From an optimization exercise on the open Yosys and OpenROAD flow, aimed at small area, a short achievable clock period and few clock cycles per item; shortcuts taken in it are not production practice. Only simulation tests tie the RTL to the original design; equivalence was not proved.

## v41
## idct_top
module idct_top (
	input  logic                 CLOCK_50_I,
	input  logic                 resetn,
	input  logic                 start,
	input  idct_pkg::blk_row_t   block_row,
	input  idct_pkg::blk_col_t   block_col,
	output logic                 busy,
	output logic                 done,
	input  idct_pkg::sram_data_t sram_read_data,
	output idct_pkg::sram_data_t sram_write_data,
	output idct_pkg::sram_addr_t sram_address,
	output logic                 sram_we_n
);
	localparam int L       = 3;               
	localparam int DONE_TC = 146 + L;
	localparam int WR0     = 89 + L;          
	localparam int PIX0    = 81 + L;          
	logic [7:0] tc;
	logic [7:0] ac;                           
	logic [7:0] wc;                           
	logic       accept;
	logic       run;                          
	logic       idle_i;                       
	logic       busy_n;
	logic       we_q;                         
	assign accept    = start && idle_i;
	assign run       = !idle_i && !accept;
	assign busy_n    = accept || (!idle_i && tc != 8'(DONE_TC - 1));
	assign sram_we_n = !we_q;
	always_ff @(posedge CLOCK_50_I or negedge resetn) begin
		if (!resetn) begin
			busy   <= 1'b0;
			idle_i <= 1'b1;
			done   <= 1'b0;
			tc     <= '0;
			ac     <= '0;
			wc     <= '0;
		end else begin
			busy   <= busy_n;
			idle_i <= !busy_n;
			done   <= !accept && !idle_i && tc == 8'(DONE_TC - 1);
			if (accept) begin
				tc  <= 8'd1;
				ac  <= 8'd1;
				wc  <= 8'(1 - 88 - L);
			end else if (!idle_i) begin
				tc  <= tc + 8'd1;
				ac  <= ac + 8'd1;
				wc  <= wc + 8'd1;
			end
		end
	end
	logic [4:0]  rq;
	logic [5:0]  kq;
	logic [13:0] mpos;                        
	logic        rd_a, wr_a;                  
	logic [2:0]  k_a;                         
	logic        rd_first;                    
	logic        rd_second;                   
	logic [13:0] mpos_in;                     
	logic        rd1;
	logic [2:0]  c1;
	logic [15:0] hi;
	logic        wr_load;                     
	logic [2:0]  wr_i;
	logic [1:0]  wr_w;
	assign mpos    = {1'b0, rq, 8'd0} + {3'b0, rq, kq};
  ...
For scale: ~4,100 cells after synthesis, ~0.058 mm² of cells after synthesis.
Settings: LEC_CHECK=0, ABC_CLOCK_PERIOD_IN_PS=3500, CAP_MARGIN=20, CORE_MARGIN=2, CORE_UTILIZATION=65, CTS_CLUSTER_DIAMETER=100, CTS_CLUSTER_SIZE=30, PLACE_DENSITY=0.8, SETUP_SLACK_MARGIN=5, SLEW_MARGIN=20; clock period 9.0 ns.
standard.sh (not shown) runs the stock make flow with config.mk's settings and CLKGATE_MAP_FILE= SYNTH_SCRIPT=/design/flow/synth_recipe.tcl, a recipe that flattens the netlist after the stock synthesis.
==> flow/flow/run.sh <==
#!/bin/bash
set -euo pipefail
bash standard.sh SETUP_SLACK_MARGIN=6.4 finish > flow_make.log 2>&1
Testbench counts of v41, summed over its fixed seeds: cycles 19,072, blocks 128.
Inputs modified between v41 and v34:
- TNS_END_PERCENT: unset -> 10
==> flow/flow/run.sh <==
#!/bin/bash
set -euo pipefail
bash standard.sh SETUP_SLACK_MARGIN=6.5 finish > flow_make.log 2>&1
--- outcome ---
From v41 to v34 the numbers moved as follows: summed area of non-filler cells in the final layout -0.0012 mm², sequential cell area in the final layout ~0 delta, final cell count -0.90%. On multi-input gate area in the final layout: between v34 and v41, it ends up lower for v34. v34 -> v41: sum of negative setup slack delta 0, exact match. [compare] base=v41 new=v34: core utilization of the finished layout lower; via total after detailed routing has decreased; detailed-route wire length fell 0.46%. Met3 usage in global routing: v34 and v41 compared, higher one is v41.
Changes in v55 relative to v34:
- ABC_CLOCK_PERIOD_IN_PS no longer set, was 3500
- TNS_END_PERCENT no longer set, was 10
- PLACE_DENSITY now 0.65, was 0.8
- CORE_UTILIZATION now 50, was 65
- ABC_AREA now 1, previously not set
==> flow/flow/run.sh <==
#!/bin/bash
set -euo pipefail
bash standard.sh SETUP_SLACK_MARGIN=6.2 finish > flow_make.log 2>&1
Findings:
v55 went all the way through synthesis, placement and routing and the layout is clean on timing, DRC and antenna. Looking at type of the worst setup path, the register to primary output result is from v55; the register to register one comes from v34. Start point of the critical path = u_ds.p1_ge2: v34; start point of the critical path = we_q: v55. Compared with v34, in v55 fmax -about 1.6%; global routing met2 resource utilization saw a decrease. When v55 is set beside v34, its initial core utilization turns out to be 15 points smaller.
## Diff of input files: v18 against v55
- clearing ABC_AREA, which used to be 1
- swapping 50 for 65 in CORE_UTILIZATION
- putting ABC_CLOCK_PERIOD_IN_PS at 3500 where nothing was set
- swapping 0.65 for 0.8 in PLACE_DENSITY
- putting GPL_TIMING_DRIVEN at 1 where nothing was set
Findings:
- | synthesized cell count | v18 vs v55 | 625 lower |
- v18: count of inserted tapcells lower than v55
- Changes observed in v18 relative to v55: met2 routed wirelength climbed 3.3%, area of the die lost 22%.
- Looking at critical path depth, v18 sits 7 higher than v55 does.
- Delta (v18 minus v55): period utilization went down 1.3 points; maximum fanout along the worst path went up 3.

========
Starting RTL as in the previous note.
export LEC_CHECK = 0
export ABC_AREA = 1
export CAP_MARGIN = 20
export CORE_MARGIN = 2
export CORE_UTILIZATION = 65
export CTS_CLUSTER_DIAMETER = 100
export CTS_CLUSTER_SIZE = 30
export PLACE_DENSITY = 0.8
export SETUP_SLACK_MARGIN = 5
export SLEW_MARGIN = 20
create_clock -name core_clock -period 9.0 [get_ports {CLOCK_50_I}]
==> flow/flow/run.sh <==
#!/bin/bash
set -euo pipefail
bash standard.sh SETUP_SLACK_MARGIN=6.2 finish > flow_make.log 2>&1
Testbench counts at the start, summed over its fixed seeds: cycles 19,072, blocks 128.
Change:
==> flow/flow/run.sh (replaced) <==
#!/bin/bash
set -euo pipefail
bash standard.sh SETUP_SLACK_MARGIN=6.0 finish > flow_make.log 2>&1
ABC_AREA = unset   (was 1)
ABC_CLOCK_PERIOD_IN_PS = 3500   (was unset)
Result: Setup slack gains 0.049 ns. Non-clock buffer count fell by 48. Wire length fell by roughly a tenth. Critical path depth fell by 12.
Change:
==> flow/flow/run.sh (replaced) <==
#!/bin/bash
set -euo pipefail
bash standard.sh SETUP_SLACK_MARGIN=6.2 finish > flow_make.log 2>&1
ABC_AREA = 1   (was unset)
ABC_CLOCK_PERIOD_IN_PS = unset   (was 3500)
CORE_UTILIZATION = 70   (was 65)
PLACE_DENSITY = 0.85   (was 0.8)
Effect:
- The new run ran to the end with no violations
- fmax falls by about 1.7%
- count of clock-buffer cells in the layout rises by 2
- non-clock buffer count rises by 60
- register-to-register slack loses 0.06 ns
- wire length rises by 29%
- worst hold slack stays flat
- design area rises by 0.72%
- setup slack loses 0.053 ns
- via count rises by 23%

-- afterwards: timing with drivers on the ports --
In the flow no input, the clock included, has a driving cell. The finished layouts below were timed again as built, in two steps.
Step 1, drivers: a clkbuf_16 drives CLOCK_50_I and a buf_2 each remaining input, both assumed.
Step 2, shift: input delay + t, output delay - t, t = (earliest + latest rising clock arrival at the registers) / 2. This alone moves slack from input paths to output paths.
a / b / c = no drivers / after step 1 / after step 2; a / b = the first two.
| run | t (ns) | slack for setup (ns) | worst setup path at the end | slew at the worst register clock pin (ns) | worst slew at a driven data input, ns |
|---|---|---|---|---|---|
| v41 | 0.717 | 6.012 / 5.951 / 5.310 | input to register | 0.11 / 0.11 | 0.08 |
| v34 | 0.730 | 5.928 / 5.884 / 5.316 | input to register | 0.12 / 0.12 | 0.08 |
| v55 | 0.736 | 5.879 / 5.810 / 5.560 | input to register | 0.12 / 0.12 | 0.06 |
| v18 | 0.720 | 5.994 / 5.945 / 5.409 | input to register | 0.12 / 0.12 | 0.10 |
| the first run of note 2 | 0.723 | 5.940 / 5.937 / 5.569 | input to register | 0.12 / 0.12 | 0.06 |
| the second run of note 2 | 0.724 | 5.989 / 5.926 / 5.317 | input to register | 0.11 / 0.11 | 0.07 |
| the third run of note 2 | 0.736 | 5.936 / 5.925 / 5.556 | input to register | 0.12 / 0.12 | 0.05 |
After both steps every run listed still meets setup and hold. The setup slack of v41, which loses most, moves by -0.061 ns with the drivers and by -0.702 ns with both steps.
